This design comes from an exercise in tuning for small area and few clock cycles per item on the open sky130 flow, not from production work. Only simulation tests tie the RTL to the original design; equivalence was not proved.

==> flow/design.v, too long to show whole: its modules and the start of the top module <==
// module reshapeInstrLatch: 31 lines
// module concatSequencer: 116 lines
// module concatRequant: 1395 lines
// module csaFa: 11 lines
// module csaHa: 10 lines
// module reshapeConcatTop: 93 lines
module reshapeConcatTop
(
    input  logic         clk,
    input  logic         arstN,
    input  logic         start,
    input  logic [31:0]  reg4,
    input  logic [31:0]  reg5,
    input  logic [31:0]  reg6,
    input  logic [31:0]  reg7,
    input  logic [31:0]  reg8,
    input  logic [31:0]  reg9,
    input  logic         inValid,
    input  logic signed [7:0]         inData,
    input  logic         outCredit,
    output logic         inCredit,
    output logic         outValid,
    output logic signed [7:0]         outData,
    output logic         busy,
    output logic         done
);
  // ...
==> flow/run.sh <==
#!/bin/bash
# synth_recipe.tcl (not shown) runs the flow's synth.tcl, then flattens the netlist and writes it again
# the make line also repeats each setting of config.mk as NAME=value (left out here)
make -C /OpenROAD-flow-scripts/flow DESIGN_CONFIG=/design/flow/config.mk WORK_HOME=/design/flow/orfs CLKGATE_MAP_FILE= SYNTH_SCRIPT=/design/flow/synth_recipe.tcl finish
==> flow/config.mk <==
export PLATFORM = sky130hd
export DESIGN_NAME = reshapeConcatTop
export DESIGN_NICKNAME = reshapeConcatTop
export VERILOG_FILES = /design/flow/design.v
export SDC_FILE = /design/flow/constraint.sdc
export NUM_CORES = 4
export LEC_CHECK = 0
export CAP_MARGIN = 20
export CORE_MARGIN = 2
export CORE_UTILIZATION = 40
export SLEW_MARGIN = 20
export SYNTH_HIERARCHICAL = 1
export SYNTH_MINIMUM_KEEP_SIZE = 0
==> flow/constraint.sdc <==
create_clock -name core_clock -period 9.0 [get_ports {clk}]
set_input_delay 1.8000 -clock core_clock [delete_from_list [all_inputs] [get_ports {clk}]]
set_output_delay 1.8000 -clock core_clock [all_outputs]
set_load 0.01 [all_outputs]
==> summary.txt, run 1 <==
- Hold path cells: 1
- # Post-CTS Setup Buffers: 0
- Compound-Gate Fraction of Synth Area: 7.18%
- IO Port Bufs: 164
- Clock Path Buffers: 3
- Max FFs per register: 32
- Fin crit share: 91.6%
- Avg Inst Size Synth: 11.4 sq um
- GR Util All Layers: 19.6%
- Reg2reg setup slack: 0.76 ns
- Initial antenna violation count: 12
- Cells after Synth: 1546
- Core Box Area: 43300 sq um
- Crit path arrival time: 8.53 ns
- Max layer used: met5
- RSZ-0062 raised after global routing: no
- Logic inverters: 83
- Setup TNS: 0 ns
- Crit. path cell count: 19
- Post-synthesis sequential element count: 208
- WS Path Type: reg -> reg
- Largest family of logic cells by synthesized area: adder cells
- Status: timing/DRC/antenna clean
- Yosys top cell area share: 32.9%
Testbench counts, summed over its fixed seeds: cycles 38,898, items 34,023.
==> module concatSequencer, before the edit <==
module concatSequencer
(
    input  logic        clk,
    input  logic        arstN,
    input  logic        start,
    input  logic [31:0] reg4,
    input  logic [31:0] reg5,
    input  logic        inValid,
    input  logic        outCredit,
    input  logic        s1Valid,
    output logic        launch,
    output logic        inCredit,
    output logic [1:0]  rdPtr,
    output logic [1:0]  wrPtr,
    output logic        popEmit,
    output logic        curSrc,
    output logic        adv,
    output logic        busy,
    output logic        done
);
    localparam int RowW = 11;
    localparam int ChW  = 10;
    logic [ChW-1:0]   chIn;
    logic [ChW-1:0]   chRam;
    logic [RowW-1:0]  rowsInLeft;
    logic [RowW-1:0]  rowsOutLeft;
    logic [ChW-1:0]   chLeft;
    logic             lastPend;
    logic [2:0]       wp;
    logic [2:0]       rp;
    logic [3-1:0] outCred;
    logic [ChW-1:0]   jChIn;
    logic [ChW-1:0]   jChRam;
    logic [RowW-1:0]  jRowsIn;
    logic [RowW-1:0]  jRowsOut;
    logic             emptyJob;
    logic             parked;
    logic             emit;
    logic             s1Free;
    logic             pop;
    logic             chEnd;
    logic             rowEnd;
    logic             popLast;
    logic             s1Next;
    assign launch   = start && !busy;
    assign jChIn    = reg4[31:22];
    assign jChRam   = reg5[20:11];
    assign jRowsIn  = reg5[31:21];
    assign jRowsOut = reg5[10:0];
    assign emptyJob = !reg4[0] || (jRowsIn == '0) || ((jChIn == '0) && (jChRam == '0));
    assign wrPtr  = wp[1:0];
    assign rdPtr  = rp[1:0];
    assign parked = (wp != rp);
    assign adv     = s1Valid && ((outCred != '0) || outCredit);
    assign s1Free  = !s1Valid || adv;
    assign emit    = (rowsOutLeft != '0);
    assign pop     = busy && !lastPend && parked && (!emit || s1Free);
    assign popEmit = pop && emit;
    assign s1Next  = popEmit || (s1Valid && !adv);
    assign chEnd   = (chLeft == ChW'(1));
    assign rowEnd  = chEnd && (curSrc || (chRam == '0));
    assign popLast = pop && rowEnd && (rowsInLeft == RowW'(1));
    always_ff @(posedge clk or negedge arstN) begin
        if (!arstN) begin
            wp       <= '0;
            rp       <= '0;
            inCredit <= 1'b0;
            outCred  <= 3'(4);
            busy     <= 1'b0;
            done     <= 1'b0;
            lastPend <= 1'b0;
        end else begin
            if (inValid) wp <= wp + 1'b1;
            if (pop) rp <= rp + 1'b1;
            inCredit <= pop;
            if (adv && !outCredit) begin
                outCred <= outCred - 1'b1;
            end else if (!adv && outCredit) begin
                outCred <= outCred + 1'b1;
            end
            done <= 1'b0;
            if (launch) begin
                busy <= !emptyJob;
                done <= emptyJob;
            end else if (busy && (lastPend || popLast) && !s1Next) begin
                busy     <= 1'b0;
                done     <= 1'b1;
                lastPend <= 1'b0;
            end else if (popLast) begin
                lastPend <= 1'b1;
            end
        end
    end
    always_ff @(posedge clk) begin
        if (launch) begin
            chIn        <= jChIn;
            chRam       <= jChRam;
            rowsInLeft  <= jRowsIn;
            rowsOutLeft <= reg4[1] ? jRowsOut : '0;
            curSrc      <= (jChIn == '0);
            chLeft      <= (jChIn == '0) ? jChRam : jChIn;
        end else if (pop) begin
            if (!chEnd) begin
                chLeft <= chLeft - 1'b1;
            end else if (!rowEnd) begin
                curSrc <= 1'b1;
                chLeft <= chRam;
            end else begin
                rowsInLeft <= rowsInLeft - 1'b1;
                if (emit) rowsOutLeft <= rowsOutLeft - 1'b1;
                curSrc <= (chIn == '0);
                chLeft <= (chIn == '0) ? chRam : chIn;
            end
        end
    end
endmodule
==> module concatRequant, before the edit <==
module concatRequant
(
    input  logic                            clk,
    input  logic                            arstN,
    input  logic                            inValid,
    input  logic signed [7:0]               inData,
    input  logic [1:0]                      wrPtr,
    input  logic [1:0]                      rdPtr,
    input  logic                            popEmit,
    input  logic                            curSrc,
    input  logic                            adv,
    input  logic signed [15:0]              zeroPoint1,
    input  logic signed [15:0]              zeroPoint2,
    input  logic [23-1:0]  scaleLo1,
    input  logic [23-1:0]  scaleLo2,
    input  logic                            magHi1,
    input  logic                            magHi2,
    input  logic                            neg1,
    input  logic                            neg2,
    output logic                            s1Valid,
    output logic                            outValid,
    output logic signed [7:0]               outData
);
    localparam int LoW = 23;    
    localparam int DW  = 16;                     
    localparam int QW  = 25;
    logic signed [7:0] parkMem [4];
    always_ff @(posedge clk) begin
        if (inValid) parkMem[wrPtr] <= inData;
    end
    logic signed [15:0] zp;
    logic signed [16:0] d;
    logic               dNeg;
    logic [DW-1:0]      dMag;
    logic [DW-1:0]      s1Mag;
    logic               s1DNeg;
    logic               s1Src;
    assign zp   = curSrc ? zeroPoint2 : zeroPoint1;
    assign d    = 17'(parkMem[rdPtr]) - 17'(zp);
    assign dNeg = d[16];
    assign dMag = dNeg ? DW'(-d) : d[DW-1:0];
    always_ff @(posedge clk) begin
        if (popEmit) begin
            s1Mag  <= dMag;
            s1DNeg <= dNeg;
            s1Src  <= curSrc;
        end
    end
    always_ff @(posedge clk or negedge arstN) begin
        if (!arstN) begin
            s1Valid  <= 1'b0;
            outValid <= 1'b0;
        end else begin
            s1Valid  <= popEmit || (s1Valid && !adv);
            outValid <= adv;
        end
    end
    logic           sNeg;
    logic [LoW-1:0] e;        
    logic           mHi;      
    logic           neg;
    logic [LoW:0]   mGe;      
    logic [DW-1:0]  dGe;      
    logic           bigSat;
    logic [QW-1:0]  treeA;
    logic [QW-1:0]  treeB;
    logic [QW-1:0]  sumN;
    logic [QW-1:0]  q;        
    logic [8:0]     mq;
    logic           sat;
    logic [7:0]     res;
    assign sNeg = s1Src ? neg2 : neg1;
    assign e    = (s1Src ? scaleLo2 : scaleLo1) ^ {LoW{sNeg}};
    assign mHi  = s1Src ? magHi2 : magHi1;
    assign neg  = s1DNeg ^ sNeg;
    always_comb begin
        mGe[LoW] = mHi;
        for (int j = LoW - 1; j >= 0; j--) mGe[j] = mGe[j+1] | e[j];
        dGe[DW-1] = s1Mag[DW-1];
        for (int i = DW - 2; i >= 0; i--) dGe[i] = dGe[i+1] | s1Mag[i];
        bigSat = 1'b0;
        for (int i = 0; i < DW; i++) bigSat = bigSat | (dGe[i] & mGe[LoW-i]);
    end
    logic n1;
    assign n1 = ~(s1Mag[0] & e[0]);
    logic n2;
    assign n2 = ~(s1Mag[0] & e[1]);
    logic n3;
    assign n3 = ~(s1Mag[0] & e[2]);
    logic n4;
    assign n4 = ~(s1Mag[0] & e[3]);
    logic n5;
    assign n5 = ~(s1Mag[0] & e[4]);
    logic n6;
    assign n6 = ~(s1Mag[0] & e[5]);
    logic n7;
    assign n7 = ~(s1Mag[0] & e[6]);
    logic n8;
    assign n8 = ~(s1Mag[0] & e[7]);
    logic n9;
    assign n9 = ~(s1Mag[0] & e[8]);
    logic n10;
    assign n10 = ~(s1Mag[0] & e[9]);
    logic n11;
    assign n11 = ~(s1Mag[0] & e[10]);
    logic n12;
    assign n12 = ~(s1Mag[0] & e[11]);
    logic n13;
    assign n13 = ~(s1Mag[0] & e[12]);
    logic n14;
    assign n14 = ~(s1Mag[0] & e[13]);
    logic n15;
    assign n15 = ~(s1Mag[0] & e[14]);
    logic n16;
    assign n16 = ~(s1Mag[0] & e[15]);
    logic n17;
    assign n17 = ~(s1Mag[0] & e[16]);
    logic n18;
    assign n18 = ~(s1Mag[0] & e[17]);
    logic n19;
    assign n19 = ~(s1Mag[0] & e[18]);
    logic n20;
    assign n20 = ~(s1Mag[0] & e[19]);
    logic n21;
    assign n21 = ~(s1Mag[0] & e[20]);
    logic n22;
    assign n22 = ~(s1Mag[0] & e[21]);
    logic n23;
    assign n23 = ~(s1Mag[0] & e[22]);
    logic n24;
    assign n24 = ~(s1Mag[1] & e[0]);
    logic n25;
    assign n25 = ~(s1Mag[1] & e[1]);
    logic n26;
    assign n26 = ~(s1Mag[1] & e[2]);
    logic n27;
    assign n27 = ~(s1Mag[1] & e[3]);
    logic n28;
    assign n28 = ~(s1Mag[1] & e[4]);
    logic n29;
    assign n29 = ~(s1Mag[1] & e[5]);
    logic n30;
    assign n30 = ~(s1Mag[1] & e[6]);
    logic n31;
    assign n31 = ~(s1Mag[1] & e[7]);
    logic n32;
    assign n32 = ~(s1Mag[1] & e[8]);
    logic n33;
    assign n33 = ~(s1Mag[1] & e[9]);
    logic n34;
    assign n34 = ~(s1Mag[1] & e[10]);
    logic n35;
    assign n35 = ~(s1Mag[1] & e[11]);
    logic n36;
    assign n36 = ~(s1Mag[1] & e[12]);
    logic n37;
    assign n37 = ~(s1Mag[1] & e[13]);
    logic n38;
    assign n38 = ~(s1Mag[1] & e[14]);
    logic n39;
    assign n39 = ~(s1Mag[1] & e[15]);
    logic n40;
    assign n40 = ~(s1Mag[1] & e[16]);
    logic n41;
    assign n41 = ~(s1Mag[1] & e[17]);
    logic n42;
    assign n42 = ~(s1Mag[1] & e[18]);
    logic n43;
    assign n43 = ~(s1Mag[1] & e[19]);
    logic n44;
    assign n44 = ~(s1Mag[1] & e[20]);
    logic n45;
    assign n45 = ~(s1Mag[1] & e[21]);
    logic n46;
    assign n46 = ~(s1Mag[2] & e[0]);
    logic n47;
    assign n47 = ~(s1Mag[2] & e[1]);
    logic n48;
    assign n48 = ~(s1Mag[2] & e[2]);
    logic n49;
    assign n49 = ~(s1Mag[2] & e[3]);
    logic n50;
    assign n50 = ~(s1Mag[2] & e[4]);
    logic n51;
    assign n51 = ~(s1Mag[2] & e[5]);
    logic n52;
    assign n52 = ~(s1Mag[2] & e[6]);
    logic n53;
    assign n53 = ~(s1Mag[2] & e[7]);
    logic n54;
    assign n54 = ~(s1Mag[2] & e[8]);
    logic n55;
    assign n55 = ~(s1Mag[2] & e[9]);
    logic n56;
    assign n56 = ~(s1Mag[2] & e[10]);
    logic n57;
    assign n57 = ~(s1Mag[2] & e[11]);
    logic n58;
    assign n58 = ~(s1Mag[2] & e[12]);
    logic n59;
    assign n59 = ~(s1Mag[2] & e[13]);
    logic n60;
    assign n60 = ~(s1Mag[2] & e[14]);
    logic n61;
    assign n61 = ~(s1Mag[2] & e[15]);
    logic n62;
    assign n62 = ~(s1Mag[2] & e[16]);
    logic n63;
    assign n63 = ~(s1Mag[2] & e[17]);
    logic n64;
    assign n64 = ~(s1Mag[2] & e[18]);
    logic n65;
    assign n65 = ~(s1Mag[2] & e[19]);
    logic n66;
    assign n66 = ~(s1Mag[2] & e[20]);
    logic n67;
    assign n67 = ~(s1Mag[3] & e[0]);
    logic n68;
    assign n68 = ~(s1Mag[3] & e[1]);
    logic n69;
    assign n69 = ~(s1Mag[3] & e[2]);
    logic n70;
    assign n70 = ~(s1Mag[3] & e[3]);
    logic n71;
    assign n71 = ~(s1Mag[3] & e[4]);
    logic n72;
    assign n72 = ~(s1Mag[3] & e[5]);
    logic n73;
    assign n73 = ~(s1Mag[3] & e[6]);
    logic n74;
    assign n74 = ~(s1Mag[3] & e[7]);
    logic n75;
    assign n75 = ~(s1Mag[3] & e[8]);
    logic n76;
    assign n76 = ~(s1Mag[3] & e[9]);
    logic n77;
    assign n77 = ~(s1Mag[3] & e[10]);
    logic n78;
    assign n78 = ~(s1Mag[3] & e[11]);
    logic n79;
    assign n79 = ~(s1Mag[3] & e[12]);
    logic n80;
    assign n80 = ~(s1Mag[3] & e[13]);
    logic n81;
    assign n81 = ~(s1Mag[3] & e[14]);
    logic n82;
    assign n82 = ~(s1Mag[3] & e[15]);
    logic n83;
    assign n83 = ~(s1Mag[3] & e[16]);
    logic n84;
    assign n84 = ~(s1Mag[3] & e[17]);
    logic n85;
    assign n85 = ~(s1Mag[3] & e[18]);
    logic n86;
    assign n86 = ~(s1Mag[3] & e[19]);
    logic n87;
    assign n87 = ~(s1Mag[4] & e[0]);
    logic n88;
    assign n88 = ~(s1Mag[4] & e[1]);
    logic n89;
    assign n89 = ~(s1Mag[4] & e[2]);
    logic n90;
    assign n90 = ~(s1Mag[4] & e[3]);
    logic n91;
    assign n91 = ~(s1Mag[4] & e[4]);
    logic n92;
    assign n92 = ~(s1Mag[4] & e[5]);
    logic n93;
    assign n93 = ~(s1Mag[4] & e[6]);
    logic n94;
    assign n94 = ~(s1Mag[4] & e[7]);
    logic n95;
    assign n95 = ~(s1Mag[4] & e[8]);
    logic n96;
    assign n96 = ~(s1Mag[4] & e[9]);
    logic n97;
    assign n97 = ~(s1Mag[4] & e[10]);
    logic n98;
    assign n98 = ~(s1Mag[4] & e[11]);
    logic n99;
    assign n99 = ~(s1Mag[4] & e[12]);
    logic n100;
    assign n100 = ~(s1Mag[4] & e[13]);
    logic n101;
    assign n101 = ~(s1Mag[4] & e[14]);
    logic n102;
    assign n102 = ~(s1Mag[4] & e[15]);
    logic n103;
    assign n103 = ~(s1Mag[4] & e[16]);
    logic n104;
    assign n104 = ~(s1Mag[4] & e[17]);
    logic n105;
    assign n105 = ~(s1Mag[4] & e[18]);
    logic n106;
    assign n106 = ~(s1Mag[5] & e[0]);
    logic n107;
    assign n107 = ~(s1Mag[5] & e[1]);
    logic n108;
    assign n108 = ~(s1Mag[5] & e[2]);
    logic n109;
    assign n109 = ~(s1Mag[5] & e[3]);
    logic n110;
    assign n110 = ~(s1Mag[5] & e[4]);
    logic n111;
    assign n111 = ~(s1Mag[5] & e[5]);
    logic n112;
    assign n112 = ~(s1Mag[5] & e[6]);
    logic n113;
    assign n113 = ~(s1Mag[5] & e[7]);
    logic n114;
    assign n114 = ~(s1Mag[5] & e[8]);
    logic n115;
    assign n115 = ~(s1Mag[5] & e[9]);
    logic n116;
    assign n116 = ~(s1Mag[5] & e[10]);
    logic n117;
    assign n117 = ~(s1Mag[5] & e[11]);
    logic n118;
    assign n118 = ~(s1Mag[5] & e[12]);
    logic n119;
    assign n119 = ~(s1Mag[5] & e[13]);
    logic n120;
    assign n120 = ~(s1Mag[5] & e[14]);
    logic n121;
    assign n121 = ~(s1Mag[5] & e[15]);
    logic n122;
    assign n122 = ~(s1Mag[5] & e[16]);
    logic n123;
    assign n123 = ~(s1Mag[5] & e[17]);
    logic n124;
    assign n124 = ~(s1Mag[6] & e[0]);
    logic n125;
    assign n125 = ~(s1Mag[6] & e[1]);
    logic n126;
    assign n126 = ~(s1Mag[6] & e[2]);
    logic n127;
    assign n127 = ~(s1Mag[6] & e[3]);
    logic n128;
    assign n128 = ~(s1Mag[6] & e[4]);
    logic n129;
    assign n129 = ~(s1Mag[6] & e[5]);
    logic n130;
    assign n130 = ~(s1Mag[6] & e[6]);
    logic n131;
    assign n131 = ~(s1Mag[6] & e[7]);
    logic n132;
    assign n132 = ~(s1Mag[6] & e[8]);
    logic n133;
    assign n133 = ~(s1Mag[6] & e[9]);
    logic n134;
    assign n134 = ~(s1Mag[6] & e[10]);
    logic n135;
    assign n135 = ~(s1Mag[6] & e[11]);
    logic n136;
    assign n136 = ~(s1Mag[6] & e[12]);
    logic n137;
    assign n137 = ~(s1Mag[6] & e[13]);
    logic n138;
    assign n138 = ~(s1Mag[6] & e[14]);
    logic n139;
    assign n139 = ~(s1Mag[6] & e[15]);
    logic n140;
    assign n140 = ~(s1Mag[6] & e[16]);
    logic n141;
    assign n141 = ~(s1Mag[7] & e[0]);
    logic n142;
    assign n142 = ~(s1Mag[7] & e[1]);
    logic n143;
    assign n143 = ~(s1Mag[7] & e[2]);
    logic n144;
    assign n144 = ~(s1Mag[7] & e[3]);
    logic n145;
    assign n145 = ~(s1Mag[7] & e[4]);
    logic n146;
    assign n146 = ~(s1Mag[7] & e[5]);
    logic n147;
    assign n147 = ~(s1Mag[7] & e[6]);
    logic n148;
    assign n148 = ~(s1Mag[7] & e[7]);
    logic n149;
    assign n149 = ~(s1Mag[7] & e[8]);
    logic n150;
    assign n150 = ~(s1Mag[7] & e[9]);
    logic n151;
    assign n151 = ~(s1Mag[7] & e[10]);
    logic n152;
    assign n152 = ~(s1Mag[7] & e[11]);
    logic n153;
    assign n153 = ~(s1Mag[7] & e[12]);
    logic n154;
    assign n154 = ~(s1Mag[7] & e[13]);
    logic n155;
    assign n155 = ~(s1Mag[7] & e[14]);
    logic n156;
    assign n156 = ~(s1Mag[7] & e[15]);
    logic n157;
    assign n157 = ~(s1Mag[8] & e[0]);
    logic n158;
    assign n158 = ~(s1Mag[8] & e[1]);
    logic n159;
    assign n159 = ~(s1Mag[8] & e[2]);
    logic n160;
    assign n160 = ~(s1Mag[8] & e[3]);
    logic n161;
    assign n161 = ~(s1Mag[8] & e[4]);
    logic n162;
    assign n162 = ~(s1Mag[8] & e[5]);
    logic n163;
    assign n163 = ~(s1Mag[8] & e[6]);
    logic n164;
    assign n164 = ~(s1Mag[8] & e[7]);
    logic n165;
    assign n165 = ~(s1Mag[8] & e[8]);
    logic n166;
    assign n166 = ~(s1Mag[8] & e[9]);
    logic n167;
    assign n167 = ~(s1Mag[8] & e[10]);
    logic n168;
    assign n168 = ~(s1Mag[8] & e[11]);
    logic n169;
    assign n169 = ~(s1Mag[8] & e[12]);
    logic n170;
    assign n170 = ~(s1Mag[8] & e[13]);
    logic n171;
    assign n171 = ~(s1Mag[8] & e[14]);
    logic n172;
    assign n172 = ~(s1Mag[9] & e[0]);
    logic n173;
    assign n173 = ~(s1Mag[9] & e[1]);
    logic n174;
    assign n174 = ~(s1Mag[9] & e[2]);
    logic n175;
    assign n175 = ~(s1Mag[9] & e[3]);
    logic n176;
    assign n176 = ~(s1Mag[9] & e[4]);
    logic n177;
    assign n177 = ~(s1Mag[9] & e[5]);
    logic n178;
    assign n178 = ~(s1Mag[9] & e[6]);
    logic n179;
    assign n179 = ~(s1Mag[9] & e[7]);
    logic n180;
    assign n180 = ~(s1Mag[9] & e[8]);
    logic n181;
    assign n181 = ~(s1Mag[9] & e[9]);
    logic n182;
    assign n182 = ~(s1Mag[9] & e[10]);
    logic n183;
    assign n183 = ~(s1Mag[9] & e[11]);
    logic n184;
    assign n184 = ~(s1Mag[9] & e[12]);
    logic n185;
    assign n185 = ~(s1Mag[9] & e[13]);
    logic n186;
    assign n186 = ~(s1Mag[10] & e[0]);
    logic n187;
    assign n187 = ~(s1Mag[10] & e[1]);
    logic n188;
    assign n188 = ~(s1Mag[10] & e[2]);
    logic n189;
    assign n189 = ~(s1Mag[10] & e[3]);
    logic n190;
    assign n190 = ~(s1Mag[10] & e[4]);
    logic n191;
    assign n191 = ~(s1Mag[10] & e[5]);
    logic n192;
    assign n192 = ~(s1Mag[10] & e[6]);
    logic n193;
    assign n193 = ~(s1Mag[10] & e[7]);
    logic n194;
    assign n194 = ~(s1Mag[10] & e[8]);
    logic n195;
    assign n195 = ~(s1Mag[10] & e[9]);
    logic n196;
    assign n196 = ~(s1Mag[10] & e[10]);
    logic n197;
    assign n197 = ~(s1Mag[10] & e[11]);
    logic n198;
    assign n198 = ~(s1Mag[10] & e[12]);
    logic n199;
    assign n199 = ~(s1Mag[11] & e[0]);
    logic n200;
    assign n200 = ~(s1Mag[11] & e[1]);
    logic n201;
    assign n201 = ~(s1Mag[11] & e[2]);
    logic n202;
    assign n202 = ~(s1Mag[11] & e[3]);
    logic n203;
    assign n203 = ~(s1Mag[11] & e[4]);
    logic n204;
    assign n204 = ~(s1Mag[11] & e[5]);
    logic n205;
    assign n205 = ~(s1Mag[11] & e[6]);
    logic n206;
    assign n206 = ~(s1Mag[11] & e[7]);
    logic n207;
    assign n207 = ~(s1Mag[11] & e[8]);
    logic n208;
    assign n208 = ~(s1Mag[11] & e[9]);
    logic n209;
    assign n209 = ~(s1Mag[11] & e[10]);
    logic n210;
    assign n210 = ~(s1Mag[11] & e[11]);
    logic n211;
    assign n211 = ~(s1Mag[12] & e[0]);
    logic n212;
    assign n212 = ~(s1Mag[12] & e[1]);
    logic n213;
    assign n213 = ~(s1Mag[12] & e[2]);
    logic n214;
    assign n214 = ~(s1Mag[12] & e[3]);
    logic n215;
    assign n215 = ~(s1Mag[12] & e[4]);
    logic n216;
    assign n216 = ~(s1Mag[12] & e[5]);
    logic n217;
    assign n217 = ~(s1Mag[12] & e[6]);
    logic n218;
    assign n218 = ~(s1Mag[12] & e[7]);
    logic n219;
    assign n219 = ~(s1Mag[12] & e[8]);
    logic n220;
    assign n220 = ~(s1Mag[12] & e[9]);
    logic n221;
    assign n221 = ~(s1Mag[12] & e[10]);
    logic n222;
    assign n222 = ~(s1Mag[13] & e[0]);
    logic n223;
    assign n223 = ~(s1Mag[13] & e[1]);
    logic n224;
    assign n224 = ~(s1Mag[13] & e[2]);
    logic n225;
    assign n225 = ~(s1Mag[13] & e[3]);
    logic n226;
    assign n226 = ~(s1Mag[13] & e[4]);
    logic n227;
    assign n227 = ~(s1Mag[13] & e[5]);
    logic n228;
    assign n228 = ~(s1Mag[13] & e[6]);
    logic n229;
    assign n229 = ~(s1Mag[13] & e[7]);
    logic n230;
    assign n230 = ~(s1Mag[13] & e[8]);
    logic n231;
    assign n231 = ~(s1Mag[13] & e[9]);
    logic n232;
    assign n232 = ~(s1Mag[14] & e[0]);
    logic n233;
    assign n233 = ~(s1Mag[14] & e[1]);
    logic n234;
    assign n234 = ~(s1Mag[14] & e[2]);
    logic n235;
    assign n235 = ~(s1Mag[14] & e[3]);
    logic n236;
    assign n236 = ~(s1Mag[14] & e[4]);
    logic n237;
    assign n237 = ~(s1Mag[14] & e[5]);
    logic n238;
    assign n238 = ~(s1Mag[14] & e[6]);
    logic n239;
    assign n239 = ~(s1Mag[14] & e[7]);
    logic n240;
    assign n240 = ~(s1Mag[14] & e[8]);
    logic n241;
    assign n241 = ~(s1Mag[15] & e[0]);
    logic n242;
    assign n242 = ~(s1Mag[15] & e[1]);
    logic n243;
    assign n243 = ~(s1Mag[15] & e[2]);
    logic n244;
    assign n244 = ~(s1Mag[15] & e[3]);
    logic n245;
    assign n245 = ~(s1Mag[15] & e[4]);
    logic n246;
    assign n246 = ~(s1Mag[15] & e[5]);
    logic n247;
    assign n247 = ~(s1Mag[15] & e[6]);
    logic n248;
    assign n248 = ~(s1Mag[15] & e[7]);
    logic n249;
    assign n249 = ~(sNeg & s1Mag[0]);
    logic n250;
    assign n250 = ~(sNeg & s1Mag[1]);
    logic n251;
    assign n251 = ~(sNeg & s1Mag[2]);
    logic n252;
    assign n252 = ~(sNeg & s1Mag[3]);
    logic n253;
    assign n253 = ~(sNeg & s1Mag[4]);
    logic n254;
    assign n254 = ~(sNeg & s1Mag[5]);
    logic n255;
    assign n255 = ~(sNeg & s1Mag[6]);
    logic n256;
    assign n256 = ~(sNeg & s1Mag[7]);
    logic n257;
    assign n257 = ~(sNeg & s1Mag[8]);
    logic n258;
    assign n258 = ~(sNeg & s1Mag[9]);
    logic n259;
    assign n259 = ~(sNeg & s1Mag[10]);
    logic n260;
    assign n260 = ~(sNeg & s1Mag[11]);
    logic n261;
    assign n261 = ~(sNeg & s1Mag[12]);
    logic n262;
    assign n262 = ~(sNeg & s1Mag[13]);
    logic n263;
    assign n263 = ~(sNeg & s1Mag[14]);
    logic n264;
    assign n264 = ~(sNeg & s1Mag[15]);
    logic n265;
    logic n266;
    csaHa u_n265 (.a(n12), .b(n34), .s(n265), .co(n266));
    logic n267;
    logic n268;
    csaHa u_n267 (.a(n13), .b(n35), .s(n267), .co(n268));
    logic n269;
    logic n270;
    assign n269 = ~(n56 ^ n76);
    assign n270 = n56 | n76;
    logic n271;
    logic n272;
    csaHa u_n271 (.a(n14), .b(n36), .s(n271), .co(n272));
    logic n273;
    logic n274;
    csaFa u_n273 (.a(n57), .b(n77), .c(n96), .s(n273), .co(n274));
    logic n275;
    logic n276;
    assign n275 = ~(n114 ^ n131);
    assign n276 = n114 | n131;
    logic n277;
    logic n278;
    csaHa u_n277 (.a(n15), .b(n37), .s(n277), .co(n278));
    logic n279;
    logic n280;
    csaFa u_n279 (.a(n58), .b(n78), .c(n97), .s(n279), .co(n280));
    logic n281;
    logic n282;
    csaFa u_n281 (.a(n115), .b(n132), .c(n148), .s(n281), .co(n282));
    logic n283;
    logic n284;
    assign n283 = ~(n163 ^ n177);
    assign n284 = n163 | n177;
    logic n285;
    logic n286;
    csaFa u_n285 (.a(n16), .b(n38), .c(n59), .s(n285), .co(n286));
    logic n287;
    logic n288;
    csaFa u_n287 (.a(n79), .b(n98), .c(n116), .s(n287), .co(n288));
    logic n289;
    logic n290;
    csaFa u_n289 (.a(n133), .b(n149), .c(n164), .s(n289), .co(n290));
    logic n291;
    logic n292;
    csaFa u_n291 (.a(n178), .b(n191), .c(n203), .s(n291), .co(n292));
    logic n293;
    logic n294;
    csaFa u_n293 (.a(n17), .b(n39), .c(n60), .s(n293), .co(n294));
    logic n295;
    logic n296;
    csaFa u_n295 (.a(n80), .b(n99), .c(n117), .s(n295), .co(n296));
    logic n297;
    logic n298;
    csaFa u_n297 (.a(n134), .b(n150), .c(n165), .s(n297), .co(n298));
    logic n299;
    logic n300;
    assign n299 = ~(n179 ^ n192);
    assign n300 = n179 | n192;
    logic n301;
    logic n302;
    csaFa u_n301 (.a(n18), .b(n40), .c(n61), .s(n301), .co(n302));
    logic n303;
    logic n304;
    csaFa u_n303 (.a(n81), .b(n100), .c(n118), .s(n303), .co(n304));
    logic n305;
    logic n306;
    csaFa u_n305 (.a(n135), .b(n151), .c(n166), .s(n305), .co(n306));
    logic n307;
    logic n308;
    assign n307 = ~(n180 ^ n193);
    assign n308 = n180 | n193;
    logic n309;
    logic n310;
    csaFa u_n309 (.a(n19), .b(n41), .c(n62), .s(n309), .co(n310));
    logic n311;
    logic n312;
    csaFa u_n311 (.a(n82), .b(n101), .c(n119), .s(n311), .co(n312));
    logic n313;
    logic n314;
    csaFa u_n313 (.a(n136), .b(n152), .c(n167), .s(n313), .co(n314));
    logic n315;
    logic n316;
    assign n315 = ~(n181 ^ n194);
    assign n316 = n181 | n194;
    logic n317;
    logic n318;
    csaFa u_n317 (.a(n20), .b(n42), .c(n63), .s(n317), .co(n318));
    logic n319;
    logic n320;
    csaFa u_n319 (.a(n83), .b(n102), .c(n120), .s(n319), .co(n320));
    logic n321;
    logic n322;
    csaFa u_n321 (.a(n137), .b(n153), .c(n168), .s(n321), .co(n322));
    logic n323;
    logic n324;
    assign n323 = ~(n182 ^ n195);
    assign n324 = n182 | n195;
    logic n325;
    logic n326;
    csaFa u_n325 (.a(n21), .b(n43), .c(n64), .s(n325), .co(n326));
    logic n327;
    logic n328;
    csaFa u_n327 (.a(n84), .b(n103), .c(n121), .s(n327), .co(n328));
    logic n329;
    logic n330;
    csaFa u_n329 (.a(n138), .b(n154), .c(n169), .s(n329), .co(n330));
    logic n331;
    logic n332;
    assign n331 = ~(n183 ^ n196);
    assign n332 = n183 | n196;
    logic n333;
    logic n334;
    csaFa u_n333 (.a(n22), .b(n44), .c(n65), .s(n333), .co(n334));
    logic n335;
    logic n336;
    csaFa u_n335 (.a(n85), .b(n104), .c(n122), .s(n335), .co(n336));
    logic n337;
    logic n338;
    csaFa u_n337 (.a(n139), .b(n155), .c(n170), .s(n337), .co(n338));
    logic n339;
    logic n340;
    assign n339 = ~(n184 ^ n197);
    assign n340 = n184 | n197;
    logic n341;
    logic n342;
    csaFa u_n341 (.a(n23), .b(n45), .c(n66), .s(n341), .co(n342));
    logic n343;
    logic n344;
    csaFa u_n343 (.a(n86), .b(n105), .c(n123), .s(n343), .co(n344));
    logic n345;
    logic n346;
    csaFa u_n345 (.a(n140), .b(n156), .c(n171), .s(n345), .co(n346));
    logic n347;
    logic n348;
    assign n347 = ~(n185 ^ n198);
    assign n348 = n185 | n198;
    logic n349;
    logic n350;
    csaHa u_n349 (.a(n8), .b(n30), .s(n349), .co(n350));
    logic n351;
    logic n352;
    csaHa u_n351 (.a(n9), .b(n31), .s(n351), .co(n352));
    logic n353;
    logic n354;
    assign n353 = ~(n52 ^ n72);
    assign n354 = n52 | n72;
    logic n355;
    logic n356;
    csaHa u_n355 (.a(n10), .b(n32), .s(n355), .co(n356));
    logic n357;
    logic n358;
    csaFa u_n357 (.a(n53), .b(n73), .c(n92), .s(n357), .co(n358));
    logic n359;
    logic n360;
    assign n359 = ~(n110 ^ n127);
    assign n360 = n110 | n127;
    logic n361;
    logic n362;
    csaHa u_n361 (.a(n11), .b(n33), .s(n361), .co(n362));
    logic n363;
    logic n364;
    csaFa u_n363 (.a(n54), .b(n74), .c(n93), .s(n363), .co(n364));
    logic n365;
    logic n366;
    csaFa u_n365 (.a(n111), .b(n128), .c(n144), .s(n365), .co(n366));
    logic n367;
    logic n368;
    assign n367 = ~(n159 ^ n173);
    assign n368 = n159 | n173;
    logic n369;
    logic n370;
    csaFa u_n369 (.a(n55), .b(n75), .c(n94), .s(n369), .co(n370));
    logic n371;
    logic n372;
    csaFa u_n371 (.a(n112), .b(n129), .c(n145), .s(n371), .co(n372));
    logic n373;
    logic n374;
    csaFa u_n373 (.a(n160), .b(n174), .c(n187), .s(n373), .co(n374));
    logic n375;
    logic n376;
    assign n375 = ~(n199 ^ n260);
    assign n376 = n199 | n260;
    logic n377;
    logic n378;
    csaFa u_n377 (.a(n95), .b(n113), .c(n130), .s(n377), .co(n378));
    logic n379;
    logic n380;
    csaFa u_n379 (.a(n146), .b(n161), .c(n175), .s(n379), .co(n380));
    logic n381;
    logic n382;
    csaFa u_n381 (.a(n188), .b(n200), .c(n211), .s(n381), .co(n382));
    logic n383;
    logic n384;
    csaFa u_n383 (.a(n261), .b(n266), .c(n267), .s(n383), .co(n384));
    logic n385;
    logic n386;
    csaFa u_n385 (.a(n147), .b(n162), .c(n176), .s(n385), .co(n386));
    logic n387;
    logic n388;
    csaFa u_n387 (.a(n189), .b(n201), .c(n212), .s(n387), .co(n388));
    logic n389;
    logic n390;
    csaFa u_n389 (.a(n222), .b(n262), .c(n268), .s(n389), .co(n390));
    logic n391;
    logic n392;
    csaFa u_n391 (.a(n270), .b(n271), .c(n273), .s(n391), .co(n392));
    logic n393;
    logic n394;
    csaFa u_n393 (.a(n190), .b(n202), .c(n213), .s(n393), .co(n394));
    logic n395;
    logic n396;
    csaFa u_n395 (.a(n223), .b(n232), .c(n263), .s(n395), .co(n396));
    logic n397;
    logic n398;
    csaFa u_n397 (.a(n272), .b(n274), .c(n276), .s(n397), .co(n398));
    logic n399;
    logic n400;
    csaFa u_n399 (.a(n277), .b(n279), .c(n281), .s(n399), .co(n400));
    logic n401;
    logic n402;
    csaFa u_n401 (.a(n214), .b(n224), .c(n233), .s(n401), .co(n402));
    logic n403;
    logic n404;
    csaFa u_n403 (.a(n241), .b(n264), .c(n278), .s(n403), .co(n404));
    logic n405;
    logic n406;
    csaFa u_n405 (.a(n280), .b(n282), .c(n284), .s(n405), .co(n406));
    logic n407;
    logic n408;
    csaFa u_n407 (.a(n285), .b(n287), .c(n289), .s(n407), .co(n408));
    logic n409;
    logic n410;
    csaFa u_n409 (.a(n204), .b(n215), .c(n225), .s(n409), .co(n410));
    logic n411;
    logic n412;
    csaFa u_n411 (.a(n234), .b(n242), .c(n286), .s(n411), .co(n412));
    logic n413;
    logic n414;
    csaFa u_n413 (.a(n288), .b(n290), .c(n292), .s(n413), .co(n414));
    logic n415;
    logic n416;
    csaFa u_n415 (.a(n293), .b(n295), .c(n297), .s(n415), .co(n416));
    logic n417;
    logic n418;
    csaFa u_n417 (.a(n205), .b(n216), .c(n226), .s(n417), .co(n418));
    logic n419;
    logic n420;
    csaFa u_n419 (.a(n235), .b(n243), .c(n294), .s(n419), .co(n420));
    logic n421;
    logic n422;
    csaFa u_n421 (.a(n296), .b(n298), .c(n300), .s(n421), .co(n422));
    logic n423;
    logic n424;
    csaFa u_n423 (.a(n301), .b(n303), .c(n305), .s(n423), .co(n424));
    logic n425;
    logic n426;
    csaFa u_n425 (.a(n206), .b(n217), .c(n227), .s(n425), .co(n426));
    logic n427;
    logic n428;
    csaFa u_n427 (.a(n236), .b(n244), .c(n302), .s(n427), .co(n428));
    logic n429;
    logic n430;
    csaFa u_n429 (.a(n304), .b(n306), .c(n308), .s(n429), .co(n430));
    logic n431;
    logic n432;
    csaFa u_n431 (.a(n309), .b(n311), .c(n313), .s(n431), .co(n432));
    logic n433;
    logic n434;
    csaFa u_n433 (.a(n207), .b(n218), .c(n228), .s(n433), .co(n434));
    logic n435;
    logic n436;
    csaFa u_n435 (.a(n237), .b(n245), .c(n310), .s(n435), .co(n436));
    logic n437;
    logic n438;
    csaFa u_n437 (.a(n312), .b(n314), .c(n316), .s(n437), .co(n438));
    logic n439;
    logic n440;
    csaFa u_n439 (.a(n317), .b(n319), .c(n321), .s(n439), .co(n440));
    logic n441;
    logic n442;
    csaFa u_n441 (.a(n208), .b(n219), .c(n229), .s(n441), .co(n442));
    logic n443;
    logic n444;
    csaFa u_n443 (.a(n238), .b(n246), .c(n318), .s(n443), .co(n444));
    logic n445;
    logic n446;
    csaFa u_n445 (.a(n320), .b(n322), .c(n324), .s(n445), .co(n446));
    logic n447;
    logic n448;
    csaFa u_n447 (.a(n325), .b(n327), .c(n329), .s(n447), .co(n448));
    logic n449;
    logic n450;
    csaFa u_n449 (.a(n209), .b(n220), .c(n230), .s(n449), .co(n450));
    logic n451;
    logic n452;
    csaFa u_n451 (.a(n239), .b(n247), .c(n326), .s(n451), .co(n452));
    logic n453;
    logic n454;
    csaFa u_n453 (.a(n328), .b(n330), .c(n332), .s(n453), .co(n454));
    logic n455;
    logic n456;
    csaFa u_n455 (.a(n333), .b(n335), .c(n337), .s(n455), .co(n456));
    logic n457;
    logic n458;
    csaFa u_n457 (.a(n210), .b(n221), .c(n231), .s(n457), .co(n458));
    logic n459;
    logic n460;
    csaFa u_n459 (.a(n240), .b(n248), .c(n334), .s(n459), .co(n460));
    logic n461;
    logic n462;
    csaFa u_n461 (.a(n336), .b(n338), .c(n340), .s(n461), .co(n462));
    logic n463;
    logic n464;
    csaFa u_n463 (.a(n341), .b(n343), .c(n345), .s(n463), .co(n464));
    logic n465;
    logic n466;
    csaHa u_n465 (.a(n5), .b(n27), .s(n465), .co(n466));
    logic n467;
    logic n468;
    csaHa u_n467 (.a(n6), .b(n28), .s(n467), .co(n468));
    logic n469;
    logic n470;
    assign n469 = ~(n49 ^ n69);
    assign n470 = n49 | n69;
    logic n471;
    logic n472;
    csaHa u_n471 (.a(n7), .b(n29), .s(n471), .co(n472));
    logic n473;
    logic n474;
    csaFa u_n473 (.a(n50), .b(n70), .c(n89), .s(n473), .co(n474));
    logic n475;
    logic n476;
    assign n475 = ~(n107 ^ n124);
    assign n476 = n107 | n124;
    logic n477;
    logic n478;
    csaFa u_n477 (.a(n51), .b(n71), .c(n90), .s(n477), .co(n478));
    logic n479;
    logic n480;
    csaFa u_n479 (.a(n108), .b(n125), .c(n141), .s(n479), .co(n480));
    logic n481;
    logic n482;
    assign n481 = ~(n256 ^ n349);
    assign n482 = n256 | n349;
    logic n483;
    logic n484;
    csaFa u_n483 (.a(n91), .b(n109), .c(n126), .s(n483), .co(n484));
    logic n485;
    logic n486;
    csaFa u_n485 (.a(n142), .b(n157), .c(n257), .s(n485), .co(n486));
    logic n487;
    logic n488;
    csaFa u_n487 (.a(n350), .b(n351), .c(n353), .s(n487), .co(n488));
    logic n489;
    logic n490;
    csaFa u_n489 (.a(n143), .b(n158), .c(n172), .s(n489), .co(n490));
    logic n491;
    logic n492;
    csaFa u_n491 (.a(n258), .b(n352), .c(n354), .s(n491), .co(n492));
    logic n493;
    logic n494;
    csaFa u_n493 (.a(n355), .b(n357), .c(n359), .s(n493), .co(n494));
    logic n495;
    logic n496;
    csaFa u_n495 (.a(n186), .b(n259), .c(n356), .s(n495), .co(n496));
    logic n497;
    logic n498;
    csaFa u_n497 (.a(n358), .b(n360), .c(n361), .s(n497), .co(n498));
    logic n499;
    logic n500;
    csaFa u_n499 (.a(n363), .b(n365), .c(n367), .s(n499), .co(n500));
    logic n501;
    logic n502;
    csaFa u_n501 (.a(n265), .b(n362), .c(n364), .s(n501), .co(n502));
    logic n503;
    logic n504;
    csaFa u_n503 (.a(n366), .b(n368), .c(n369), .s(n503), .co(n504));
    logic n505;
    logic n506;
    csaFa u_n505 (.a(n371), .b(n373), .c(n375), .s(n505), .co(n506));
    logic n507;
    logic n508;
    csaFa u_n507 (.a(n269), .b(n370), .c(n372), .s(n507), .co(n508));
    logic n509;
    logic n510;
    csaFa u_n509 (.a(n374), .b(n376), .c(n377), .s(n509), .co(n510));
    logic n511;
    logic n512;
    csaFa u_n511 (.a(n379), .b(n381), .c(n383), .s(n511), .co(n512));
    logic n513;
    logic n514;
    csaFa u_n513 (.a(n275), .b(n378), .c(n380), .s(n513), .co(n514));
    logic n515;
    logic n516;
    csaFa u_n515 (.a(n382), .b(n384), .c(n385), .s(n515), .co(n516));
    logic n517;
    logic n518;
    csaFa u_n517 (.a(n387), .b(n389), .c(n391), .s(n517), .co(n518));
    logic n519;
    logic n520;
    csaFa u_n519 (.a(n283), .b(n386), .c(n388), .s(n519), .co(n520));
    logic n521;
    logic n522;
    csaFa u_n521 (.a(n390), .b(n392), .c(n393), .s(n521), .co(n522));
    logic n523;
    logic n524;
    csaFa u_n523 (.a(n395), .b(n397), .c(n399), .s(n523), .co(n524));
    logic n525;
    logic n526;
    csaFa u_n525 (.a(n291), .b(n394), .c(n396), .s(n525), .co(n526));
    logic n527;
    logic n528;
    csaFa u_n527 (.a(n398), .b(n400), .c(n401), .s(n527), .co(n528));
    logic n529;
    logic n530;
    csaFa u_n529 (.a(n403), .b(n405), .c(n407), .s(n529), .co(n530));
    logic n531;
    logic n532;
    csaFa u_n531 (.a(n299), .b(n402), .c(n404), .s(n531), .co(n532));
    logic n533;
    logic n534;
    csaFa u_n533 (.a(n406), .b(n408), .c(n409), .s(n533), .co(n534));
    logic n535;
    logic n536;
    csaFa u_n535 (.a(n411), .b(n413), .c(n415), .s(n535), .co(n536));
    logic n537;
    logic n538;
    csaFa u_n537 (.a(n307), .b(n410), .c(n412), .s(n537), .co(n538));
    logic n539;
    logic n540;
    csaFa u_n539 (.a(n414), .b(n416), .c(n417), .s(n539), .co(n540));
    logic n541;
    logic n542;
    csaFa u_n541 (.a(n419), .b(n421), .c(n423), .s(n541), .co(n542));
    logic n543;
    logic n544;
    csaFa u_n543 (.a(n315), .b(n418), .c(n420), .s(n543), .co(n544));
    logic n545;
    logic n546;
    csaFa u_n545 (.a(n422), .b(n424), .c(n425), .s(n545), .co(n546));
    logic n547;
    logic n548;
    csaFa u_n547 (.a(n427), .b(n429), .c(n431), .s(n547), .co(n548));
    logic n549;
    logic n550;
    csaFa u_n549 (.a(n323), .b(n426), .c(n428), .s(n549), .co(n550));
    logic n551;
    logic n552;
    csaFa u_n551 (.a(n430), .b(n432), .c(n433), .s(n551), .co(n552));
    logic n553;
    logic n554;
    csaFa u_n553 (.a(n435), .b(n437), .c(n439), .s(n553), .co(n554));
    logic n555;
    logic n556;
    csaFa u_n555 (.a(n331), .b(n434), .c(n436), .s(n555), .co(n556));
    logic n557;
    logic n558;
    csaFa u_n557 (.a(n438), .b(n440), .c(n441), .s(n557), .co(n558));
    logic n559;
    logic n560;
    csaFa u_n559 (.a(n443), .b(n445), .c(n447), .s(n559), .co(n560));
    logic n561;
    logic n562;
    csaFa u_n561 (.a(n339), .b(n442), .c(n444), .s(n561), .co(n562));
    logic n563;
    logic n564;
    csaFa u_n563 (.a(n446), .b(n448), .c(n449), .s(n563), .co(n564));
    logic n565;
    logic n566;
    csaFa u_n565 (.a(n451), .b(n453), .c(n455), .s(n565), .co(n566));
    logic n567;
    logic n568;
    csaFa u_n567 (.a(n347), .b(n450), .c(n452), .s(n567), .co(n568));
    logic n569;
    logic n570;
    csaFa u_n569 (.a(n454), .b(n456), .c(n457), .s(n569), .co(n570));
    logic n571;
    logic n572;
    csaFa u_n571 (.a(n459), .b(n461), .c(n463), .s(n571), .co(n572));
    logic n573;
    logic n574;
    csaFa u_n573 (.a(n342), .b(n344), .c(n346), .s(n573), .co(n574));
    logic n575;
    logic n576;
    csaFa u_n575 (.a(n348), .b(n458), .c(n460), .s(n575), .co(n576));
    logic n577;
    logic n578;
    assign n577 = ~(n462 ^ n464);
    assign n578 = n462 | n464;
    logic n579;
    logic n580;
    csaHa u_n579 (.a(n3), .b(n25), .s(n579), .co(n580));
    logic n581;
    logic n582;
    csaHa u_n581 (.a(n4), .b(n26), .s(n581), .co(n582));
    logic n583;
    logic n584;
    assign n583 = ~(n47 ^ n67);
    assign n584 = n47 | n67;
    logic n585;
    logic n586;
    csaFa u_n585 (.a(n48), .b(n68), .c(n87), .s(n585), .co(n586));
    logic n587;
    logic n588;
    assign n587 = ~(n253 ^ n465);
    assign n588 = n253 | n465;
    logic n589;
    logic n590;
    csaFa u_n589 (.a(n88), .b(n106), .c(n254), .s(n589), .co(n590));
    logic n591;
    logic n592;
    csaFa u_n591 (.a(n466), .b(n467), .c(n469), .s(n591), .co(n592));
    logic n593;
    logic n594;
    csaFa u_n593 (.a(n255), .b(n468), .c(n470), .s(n593), .co(n594));
    logic n595;
    logic n596;
    csaFa u_n595 (.a(n471), .b(n473), .c(n475), .s(n595), .co(n596));
    logic n597;
    logic n598;
    csaFa u_n597 (.a(n472), .b(n474), .c(n476), .s(n597), .co(n598));
    logic n599;
    logic n600;
    csaFa u_n599 (.a(n477), .b(n479), .c(n481), .s(n599), .co(n600));
    logic n601;
    logic n602;
    csaFa u_n601 (.a(n478), .b(n480), .c(n482), .s(n601), .co(n602));
    logic n603;
    logic n604;
    csaFa u_n603 (.a(n483), .b(n485), .c(n487), .s(n603), .co(n604));
    logic n605;
    logic n606;
    csaFa u_n605 (.a(n484), .b(n486), .c(n488), .s(n605), .co(n606));
    logic n607;
    logic n608;
    csaFa u_n607 (.a(n489), .b(n491), .c(n493), .s(n607), .co(n608));
    logic n609;
    logic n610;
    csaFa u_n609 (.a(n490), .b(n492), .c(n494), .s(n609), .co(n610));
    logic n611;
    logic n612;
    csaFa u_n611 (.a(n495), .b(n497), .c(n499), .s(n611), .co(n612));
    logic n613;
    logic n614;
    csaFa u_n613 (.a(n496), .b(n498), .c(n500), .s(n613), .co(n614));
    logic n615;
    logic n616;
    csaFa u_n615 (.a(n501), .b(n503), .c(n505), .s(n615), .co(n616));
    logic n617;
    logic n618;
    csaFa u_n617 (.a(n502), .b(n504), .c(n506), .s(n617), .co(n618));
    logic n619;
    logic n620;
    csaFa u_n619 (.a(n507), .b(n509), .c(n511), .s(n619), .co(n620));
    logic n621;
    logic n622;
    csaFa u_n621 (.a(n508), .b(n510), .c(n512), .s(n621), .co(n622));
    logic n623;
    logic n624;
    csaFa u_n623 (.a(n513), .b(n515), .c(n517), .s(n623), .co(n624));
    logic n625;
    logic n626;
    csaFa u_n625 (.a(n514), .b(n516), .c(n518), .s(n625), .co(n626));
    logic n627;
    logic n628;
    csaFa u_n627 (.a(n519), .b(n521), .c(n523), .s(n627), .co(n628));
    logic n629;
    logic n630;
    csaFa u_n629 (.a(n520), .b(n522), .c(n524), .s(n629), .co(n630));
    logic n631;
    logic n632;
    csaFa u_n631 (.a(n525), .b(n527), .c(n529), .s(n631), .co(n632));
    logic n633;
    logic n634;
    csaFa u_n633 (.a(n526), .b(n528), .c(n530), .s(n633), .co(n634));
    logic n635;
    logic n636;
    csaFa u_n635 (.a(n531), .b(n533), .c(n535), .s(n635), .co(n636));
    logic n637;
    logic n638;
    csaFa u_n637 (.a(n532), .b(n534), .c(n536), .s(n637), .co(n638));
    logic n639;
    logic n640;
    csaFa u_n639 (.a(n537), .b(n539), .c(n541), .s(n639), .co(n640));
    logic n641;
    logic n642;
    csaFa u_n641 (.a(n538), .b(n540), .c(n542), .s(n641), .co(n642));
    logic n643;
    logic n644;
    csaFa u_n643 (.a(n543), .b(n545), .c(n547), .s(n643), .co(n644));
    logic n645;
    logic n646;
    csaFa u_n645 (.a(n544), .b(n546), .c(n548), .s(n645), .co(n646));
    logic n647;
    logic n648;
    csaFa u_n647 (.a(n549), .b(n551), .c(n553), .s(n647), .co(n648));
    logic n649;
    logic n650;
    csaFa u_n649 (.a(n550), .b(n552), .c(n554), .s(n649), .co(n650));
    logic n651;
    logic n652;
    csaFa u_n651 (.a(n555), .b(n557), .c(n559), .s(n651), .co(n652));
    logic n653;
    logic n654;
    csaFa u_n653 (.a(n556), .b(n558), .c(n560), .s(n653), .co(n654));
    logic n655;
    logic n656;
    csaFa u_n655 (.a(n561), .b(n563), .c(n565), .s(n655), .co(n656));
    logic n657;
    logic n658;
    csaFa u_n657 (.a(n562), .b(n564), .c(n566), .s(n657), .co(n658));
    logic n659;
    logic n660;
    csaFa u_n659 (.a(n567), .b(n569), .c(n571), .s(n659), .co(n660));
    logic n661;
    logic n662;
    csaFa u_n661 (.a(n568), .b(n570), .c(n572), .s(n661), .co(n662));
    logic n663;
    logic n664;
    csaFa u_n663 (.a(n573), .b(n575), .c(n577), .s(n663), .co(n664));
    logic n665;
    logic n666;
    assign n665 = ~(n574 ^ n576);
    assign n666 = n574 | n576;
    logic n667;
    logic n668;
    csaHa u_n667 (.a(n1), .b(n249), .s(n667), .co(n668));
    logic n669;
    logic n670;
    csaHa u_n669 (.a(n2), .b(n24), .s(n669), .co(n670));
    logic n671;
    logic n672;
    assign n671 = ~(n46 ^ n251);
    assign n672 = n46 | n251;
    logic n673;
    logic n674;
    csaFa u_n673 (.a(n252), .b(n580), .c(n581), .s(n673), .co(n674));
    logic n675;
    logic n676;
    csaFa u_n675 (.a(n582), .b(n584), .c(n585), .s(n675), .co(n676));
    logic n677;
    logic n678;
    csaFa u_n677 (.a(n586), .b(n588), .c(n589), .s(n677), .co(n678));
    logic n679;
    logic n680;
    csaFa u_n679 (.a(n590), .b(n592), .c(n593), .s(n679), .co(n680));
    logic n681;
    logic n682;
    csaFa u_n681 (.a(n594), .b(n596), .c(n597), .s(n681), .co(n682));
    logic n683;
    logic n684;
    csaFa u_n683 (.a(n598), .b(n600), .c(n601), .s(n683), .co(n684));
    logic n685;
    logic n686;
    csaFa u_n685 (.a(n602), .b(n604), .c(n605), .s(n685), .co(n686));
    logic n687;
    logic n688;
    csaFa u_n687 (.a(n606), .b(n608), .c(n609), .s(n687), .co(n688));
    logic n689;
    logic n690;
    csaFa u_n689 (.a(n610), .b(n612), .c(n613), .s(n689), .co(n690));
    logic n691;
    logic n692;
    csaFa u_n691 (.a(n614), .b(n616), .c(n617), .s(n691), .co(n692));
    logic n693;
    logic n694;
    csaFa u_n693 (.a(n618), .b(n620), .c(n621), .s(n693), .co(n694));
    logic n695;
    logic n696;
    csaFa u_n695 (.a(n622), .b(n624), .c(n625), .s(n695), .co(n696));
    logic n697;
    logic n698;
    csaFa u_n697 (.a(n626), .b(n628), .c(n629), .s(n697), .co(n698));
    logic n699;
    logic n700;
    csaFa u_n699 (.a(n630), .b(n632), .c(n633), .s(n699), .co(n700));
    logic n701;
    logic n702;
    csaFa u_n701 (.a(n634), .b(n636), .c(n637), .s(n701), .co(n702));
    logic n703;
    logic n704;
    csaFa u_n703 (.a(n638), .b(n640), .c(n641), .s(n703), .co(n704));
    logic n705;
    logic n706;
    csaFa u_n705 (.a(n642), .b(n644), .c(n645), .s(n705), .co(n706));
    logic n707;
    logic n708;
    csaFa u_n707 (.a(n646), .b(n648), .c(n649), .s(n707), .co(n708));
    logic n709;
    logic n710;
    csaFa u_n709 (.a(n650), .b(n652), .c(n653), .s(n709), .co(n710));
    logic n711;
    logic n712;
    csaFa u_n711 (.a(n654), .b(n656), .c(n657), .s(n711), .co(n712));
    logic n713;
    logic n714;
    csaFa u_n713 (.a(n658), .b(n660), .c(n661), .s(n713), .co(n714));
    logic n715;
    logic n716;
    csaFa u_n715 (.a(n578), .b(n662), .c(n664), .s(n715), .co(n716));
    logic n717;
    logic n718;
    assign n717 = ~(n250 ^ n668);
    assign n718 = n250 | n668;
    logic n719;
    logic n720;
    csaFa u_n719 (.a(n579), .b(n670), .c(n671), .s(n719), .co(n720));
    logic n721;
    logic n722;
    csaFa u_n721 (.a(n583), .b(n672), .c(n673), .s(n721), .co(n722));
    logic n723;
    logic n724;
    csaFa u_n723 (.a(n587), .b(n674), .c(n675), .s(n723), .co(n724));
    logic n725;
    logic n726;
    csaFa u_n725 (.a(n591), .b(n676), .c(n677), .s(n725), .co(n726));
    logic n727;
    logic n728;
    csaFa u_n727 (.a(n595), .b(n678), .c(n679), .s(n727), .co(n728));
    logic n729;
    logic n730;
    csaFa u_n729 (.a(n599), .b(n680), .c(n681), .s(n729), .co(n730));
    logic n731;
    logic n732;
    csaFa u_n731 (.a(n603), .b(n682), .c(n683), .s(n731), .co(n732));
    logic n733;
    logic n734;
    csaFa u_n733 (.a(n607), .b(n684), .c(n685), .s(n733), .co(n734));
    logic n735;
    logic n736;
    csaFa u_n735 (.a(n611), .b(n686), .c(n687), .s(n735), .co(n736));
    logic n737;
    logic n738;
    csaFa u_n737 (.a(n615), .b(n688), .c(n689), .s(n737), .co(n738));
    logic n739;
    logic n740;
    csaFa u_n739 (.a(n619), .b(n690), .c(n691), .s(n739), .co(n740));
    logic n741;
    logic n742;
    csaFa u_n741 (.a(n623), .b(n692), .c(n693), .s(n741), .co(n742));
    logic n743;
    logic n744;
    csaFa u_n743 (.a(n627), .b(n694), .c(n695), .s(n743), .co(n744));
    logic n745;
    logic n746;
    csaFa u_n745 (.a(n631), .b(n696), .c(n697), .s(n745), .co(n746));
    logic n747;
    logic n748;
    csaFa u_n747 (.a(n635), .b(n698), .c(n699), .s(n747), .co(n748));
    logic n749;
    logic n750;
    csaFa u_n749 (.a(n639), .b(n700), .c(n701), .s(n749), .co(n750));
    logic n751;
    logic n752;
    csaFa u_n751 (.a(n643), .b(n702), .c(n703), .s(n751), .co(n752));
    logic n753;
    logic n754;
    csaFa u_n753 (.a(n647), .b(n704), .c(n705), .s(n753), .co(n754));
    logic n755;
    logic n756;
    csaFa u_n755 (.a(n651), .b(n706), .c(n707), .s(n755), .co(n756));
    logic n757;
    logic n758;
    csaFa u_n757 (.a(n655), .b(n708), .c(n709), .s(n757), .co(n758));
    logic n759;
    logic n760;
    csaFa u_n759 (.a(n659), .b(n710), .c(n711), .s(n759), .co(n760));
    logic n761;
    logic n762;
    csaFa u_n761 (.a(n663), .b(n712), .c(n713), .s(n761), .co(n762));
    logic n763;
    logic n764;
    csaFa u_n763 (.a(n665), .b(n714), .c(n715), .s(n763), .co(n764));
    assign treeA = {n762, n760, n758, n756, n754, n752, n750, n748, n746, n744, n742, n740, n738, n736, n734, n732, n730, n728, n726, n724, n722, n720, n718, n669, neg};
    assign treeB = {n763, n761, n759, n757, n755, n753, n751, n749, n747, n745, n743, n741, n739, n737, n735, n733, n731, n729, n727, n725, n723, n721, n719, n717, n667};
    assign sumN = treeA + treeB + QW'(1);
    assign q    = ~sumN;
    assign mq   = q[QW-1:16];
    assign sat  = bigSat || mq[8] || mq[7];
    assign res  = sat ? (neg ? 8'h80 : 8'h7f) : (neg ? 8'(-mq[7:0]) : mq[7:0]);
    always_ff @(posedge clk) begin
        if (adv) outData <= res;
    end
endmodule
==> run 2: changes to the inputs <==
--- a/flow/design.v
+++ b/flow/design.v
@@ -121,6 +121,7 @@
     assign pop     = busy && !lastPend && parked && (!emit || s1Free);
     assign popEmit = pop && emit;
     assign s1Next  = popEmit || (s1Valid && !adv);
+    assign lastPend = (rowsInLeft == '0);
     assign chEnd   = (chLeft == ChW'(1));
     assign rowEnd  = chEnd && (curSrc || (chRam == '0));
     assign popLast = pop && rowEnd && (rowsInLeft == RowW'(1));
@@ -132,7 +133,6 @@
             outCred  <= 3'(4);
             busy     <= 1'b0;
             done     <= 1'b0;
-            lastPend <= 1'b0;
         end else begin
             if (inValid) wp <= wp + 1'b1;
             if (pop) rp <= rp + 1'b1;
@@ -149,9 +149,6 @@
             end else if (busy && (lastPend || popLast) && !s1Next) begin
                 busy     <= 1'b0;
                 done     <= 1'b1;
-                lastPend <= 1'b0;
-            end else if (popLast) begin
-                lastPend <= 1'b1;
             end
         end
     end
@@ -1573,7 +1570,7 @@
     assign sat  = bigSat || mq[8] || mq[7];
     assign res  = sat ? (neg ? 8'h80 : 8'h7f) : (neg ? 8'(-mq[7:0]) : mq[7:0]);
     always_ff @(posedge clk) begin
-        if (adv) outData <= res;
+        outData <= res;
     end
 endmodule
 module csaFa
==> flow/flow/run.sh (new file) <==
#!/bin/bash
# The standard layout, with the smallest buffer on every input and output port.
set -euo pipefail
bash standard.sh "BUFFER_PORTS_ARGS=-buffer_cell sky130_fd_sc_hd__buf_1" finish > make_finish.log 2>&1
==> flow/standard.sh (new file) <==
#!/bin/bash
# synth_recipe.tcl (not shown) runs the flow's synth.tcl, then flattens the netlist and writes it again
# the make line also repeats each setting of config.mk as NAME=value (left out here)
make -C /OpenROAD-flow-scripts/flow DESIGN_CONFIG=/design/flow/config.mk WORK_HOME=/design/flow/orfs CLKGATE_MAP_FILE= SYNTH_SCRIPT=/design/flow/synth_recipe.tcl "${@:-finish}"
--- a/flow/config.mk
+++ b/flow/config.mk
@@ -5,9 +5,12 @@
 export SDC_FILE = /design/flow/constraint.sdc
 export NUM_CORES = 4
 export LEC_CHECK = 0
-export CAP_MARGIN = 20
+export CAP_MARGIN = 0
 export CORE_MARGIN = 2
-export CORE_UTILIZATION = 40
-export SLEW_MARGIN = 20
+export CORE_UTILIZATION = 75
+export CTS_BUF_LIST = sky130_fd_sc_hd__clkbuf_8
+export CTS_CLUSTER_DIAMETER = 50
+export CTS_CLUSTER_SIZE = 22
+export SLEW_MARGIN = 0
 export SYNTH_HIERARCHICAL = 1
 export SYNTH_MINIMUM_KEEP_SIZE = 0
removed: flow/run.sh
==> run 2 against run 1 <==
Still clean on timing, DRC and antenna. Count of clock-buffer cells in the layout is 8 lower. Critical path depth is 1 higher. Global-route usage is 14 points higher. Die area is 46% lower. Critical path type unchanged. Largest cell class unchanged.
==> summary.txt, run 2 <==
- Status: timing/DRC/antenna clean
- Post-Syn Area: 17700 sq um
- First-pass GRT wire length: 64500 microns
- Post-synthesis sequential element count: 207 (-0.48%)
- Hold EP: u_sequencer.outCred[0]
- Slew @ Worst Pin: 1.20 ns
- Crit path launch type: register
- Clock Skew: 0.0253 ns
- Cells after Synth: 1574 (+1.8%)
- Via Count: 12.9k
- Worst Path Required: 9.41 ns
- Met2 Use GR: 58.3%
- Largest net degree at the start of global routing: 75
- Via density: 6.28
- Hold path cells: 1 (unchanged)
- Yosys warns: 9
- Area leader, netlist: edfxtp_1
- Worst Reg-to-Reg Cells: 20
- WS Path Type: reg -> reg
- Mapped Nets: 2081
- Worst-Skew Late Latency: 0.54 ns
- Reg with most FFs: u_requant.parkMem
- Crit. path cell count: 20 (+1)
- Ys flop type: edfxtp_1
- Core Box Area: 23300 sq um (-46%)
- Reg2reg setup slack: 0.65 ns (-0.11 ns)
- Number of antenna-violating nets in the routed design: 0
- Reg clk slew, reported paths: 0.09 ns
- Die Span X: 157 microns
- Unique cell type count in the Yosys netlist: 80
- Commonest non-fill, non-tap cell in the layout: nand2_1
- Largest registers: u_requant.parkMem x32, u_instrLatch.scaleLo1 x23, u_instrLatch.scaleLo2 x23
- Die height: 157 microns
- Asr flop ratio synth: 6.76%
- Area Overhead vs Synth: 7.66%
- M1 GR Usage: 42.0%
- Synth top area cells: edfxtp_1 (31%), fa_1 (24%), ha_1 (6.2%), nand2_1 (5.9%), xnor2_1 (3.3%)
- Final setup margin: 0.647 ns
- Top cell by count, worst path: fa_1
- IO Port Bufs: 164 (unchanged)
- Busiest grt layer: met2
- Num rows: 56
- Max-slew violations: 0
- Die area: 24800 sq um
- Initial Util: 75.7%
- Fin crit share: 92.8% (+1.3 points)
- CP max FO: 14
- Slowest-stage cell, CP: xnor2_1
- Worst min path class: reg -> reg
- F_max: 120 MHz
- Htree depth: 1
- Number of synthesized flops with an enable pin: 185
- RD Place Congestion: 0.904
- Crit path capture type: register
- CP delay by family, top: adder cells
- Global-route track usage on met3: 7.65%
- Synth top cells by count: nand2_1 (279), fa_1 (214), edfxtp_1 (185), ha_1 (88), inv_1 (82)
- Post-placement worst setup slack: 0.758 ns
- Worst Path Buf+Inv: 2
- Hold Violations, Final: 0
- GR Util All Layers: 33.9% (+14 points)
- Number of global-route vias before repair: 13.2k
- CP max stage delay: 0.94 ns
- FF-to-FF End: u_requant.outData[6]
- Setup TNS: 0 ns (unchanged)
- CTS tree: built
- Crit path cell chain: mux2_2 > xnor2_1 > buf_4 > nand2_1 > fa_1 > fa_1 > fa_1 > fa_1 > fa_1 > ha_1 > and4_1 > and3_1 > a221oi_1 > o211ai_1 > a21oi_1 > ha_1 > inv_1 > o41a_1 > mux2i_1 > o22ai_1
- Commonest non-fill, non-tap cells in the layout: nand2_1 (279), fa_1 (214), edfxtp_1 (185)
- RR Startpoint: u_instrLatch.neg2
- Avg WL per Cell: 20.1 microns
- Crit path arrival time: 8.76 ns (+0.23 ns)
- Layout Utilization: 81.5%
- Initial DRC Count: 965
- Max FFs per register: 32 (unchanged)
- RSZ-0062 raised after global routing: no
- Clk sinks: 207
- Relative slew slack: 19.7%
- CTS resizes: 0
- Number of max-cap violations: 0
- Congestion Overflow GR: 0
- Quantity of hold-fixing buffers added after cts: 0
- Post-layout min period: 8.35 ns
- Clock Path Buffers: 3 (unchanged)
- Initial antenna violation count: 5 (-7)
- First-pass DRT Iterations: 6
- Final Routed Wirelength: 41100 microns
- # Post-CTS Setup Buffers: 0 (unchanged)
- Yosys top cell area share: 31.4% (-1.5 points)
- Avg Inst Size Synth: 11.2 sq um (-1.4%)
- Layout cells sized above 1: 5.86%
- Fillers: 1421
- Most common cell in the netlist: nand2_1
- Final Setup Violations: 0
- Sequential fraction of the synthesis area: 34.3%
-- run 2: changes by cell type after synthesis, sizes merged, moves of 5 or more --
cell and delta:
a21oi +6, a31oi +8, o21ai -5, xnor2 -14, a311oi -6, edfxtp -8
dfxtp +8
-- run 2: cell type report --
class                      count  area [sq um]  area share, %
timing repair buffer         190           811           4.26
clock inverter                13           155          0.816
sequential                   207          6070           31.9
inverter                      82           310           1.63
multi-input combinational   1209         11000           57.6
clock buffer                  23           317           1.66
tap                          319           399           2.10
antenna                        4          10.0         0.0526
-- run 2: cell families (layout without fill, tap and decap cells) --
logic type / Yosys count / count (layout) / share of synthesized area (%)
compound gates: 216 / 216 / 8.30
xor+xnor: 93 / 93 / 4.61
fa+ha+maj: 302 / 302 / 30.5
buf+inv: 158 / 308 / 3.68
flops: 207 / 207 / 34.3
mux: 67 / 67 / 4.45
other cells: 0 / 4 / 0
simple gates: 531 / 531 / 14.1
-- run 2: routing by layer --
| metal | wire length, microns | vias to the layer above |
|---|---|---|
| met1 | 15400 | 6305 |
| met2 | 20300 | 644 |
| li1 | - | 5752 |
| met5 | 13 | - |
| met4 | 1620 | 2 |
| met3 | 3750 | 149 |
-- run 2: modules after synthesis, one instance, submodules excluded, a selection --
| module | cells inside | flops+latches | cell area (sq um) |
|---|---|---|---|
| reshapeInstrLatch | 98 | 82 | 2560 |
| concatRequant | 905 | 60 | 7000 |
| csaFa | 1 | 0 | 20.0 |
| concatSequencer | 344 | 65 | 3680 |
| csaHa | 1 | 0 | 12.5 |
-- run 2: stage by stage --
step / hold WS [ns] / area [sq um] / cells
4_1_cts: 0.507 / 19000 / 2043
5_1_grt: 0.534 / 19000 / 2043
3_5_place_dp: 0.490 / 18500 / 2007
2_1_floorplan: 0.463 / 17700 / 1574
3_3_place_gp: 0.479 / 18500 / 2007
6_report: 0.514 / 19000 / 2047
-- run 2: worst max-delay path by stage --
stage,startpoint,endpoint,slack (ns)
2_1_floorplan,u_requant.s1Src,u_requant.outData[6],1.97
3_3_place_gp,u_instrLatch.neg2,u_requant.outData[6],0.99
3_5_place_dp,u_instrLatch.neg2,u_requant.outData[6],0.76
4_1_cts,u_instrLatch.neg2,u_requant.outData[6],0.73
5_1_grt,u_instrLatch.neg2,u_requant.outData[6],0.28
6_report,u_instrLatch.neg2,u_requant.outData[6],0.65
Testbench counts of run 2, summed over its fixed seeds: cycles 38,898, items 34,023.

[static timing again, ports no longer ideal]
Ports are ideal in the flow. The routed layouts listed here were re-timed in OpenROAD.
Step 1 assumes that a clkbuf_16 drives the clock port and a buf_2 every other input.
Step 2 times the ports against the registers' clock, not the clock port: input delays grow and output delays shrink by t, the midpoint of the rising clock arrivals with the driver on.
Three values: no drivers, after step 1, after step 2; two values: the first two.
run	t, ns	setup slack, ns	clock arrival spread, ns	worst register clock-pin slew, ns
run 1	0.582	0.759 / 0.759 / 0.759	0.023 / 0.022	0.06 / 0.06
run 2	0.575	0.647 / 0.647 / 0.647	0.025 / 0.025	0.12 / 0.12
After both steps setup and hold are still met in every run listed.
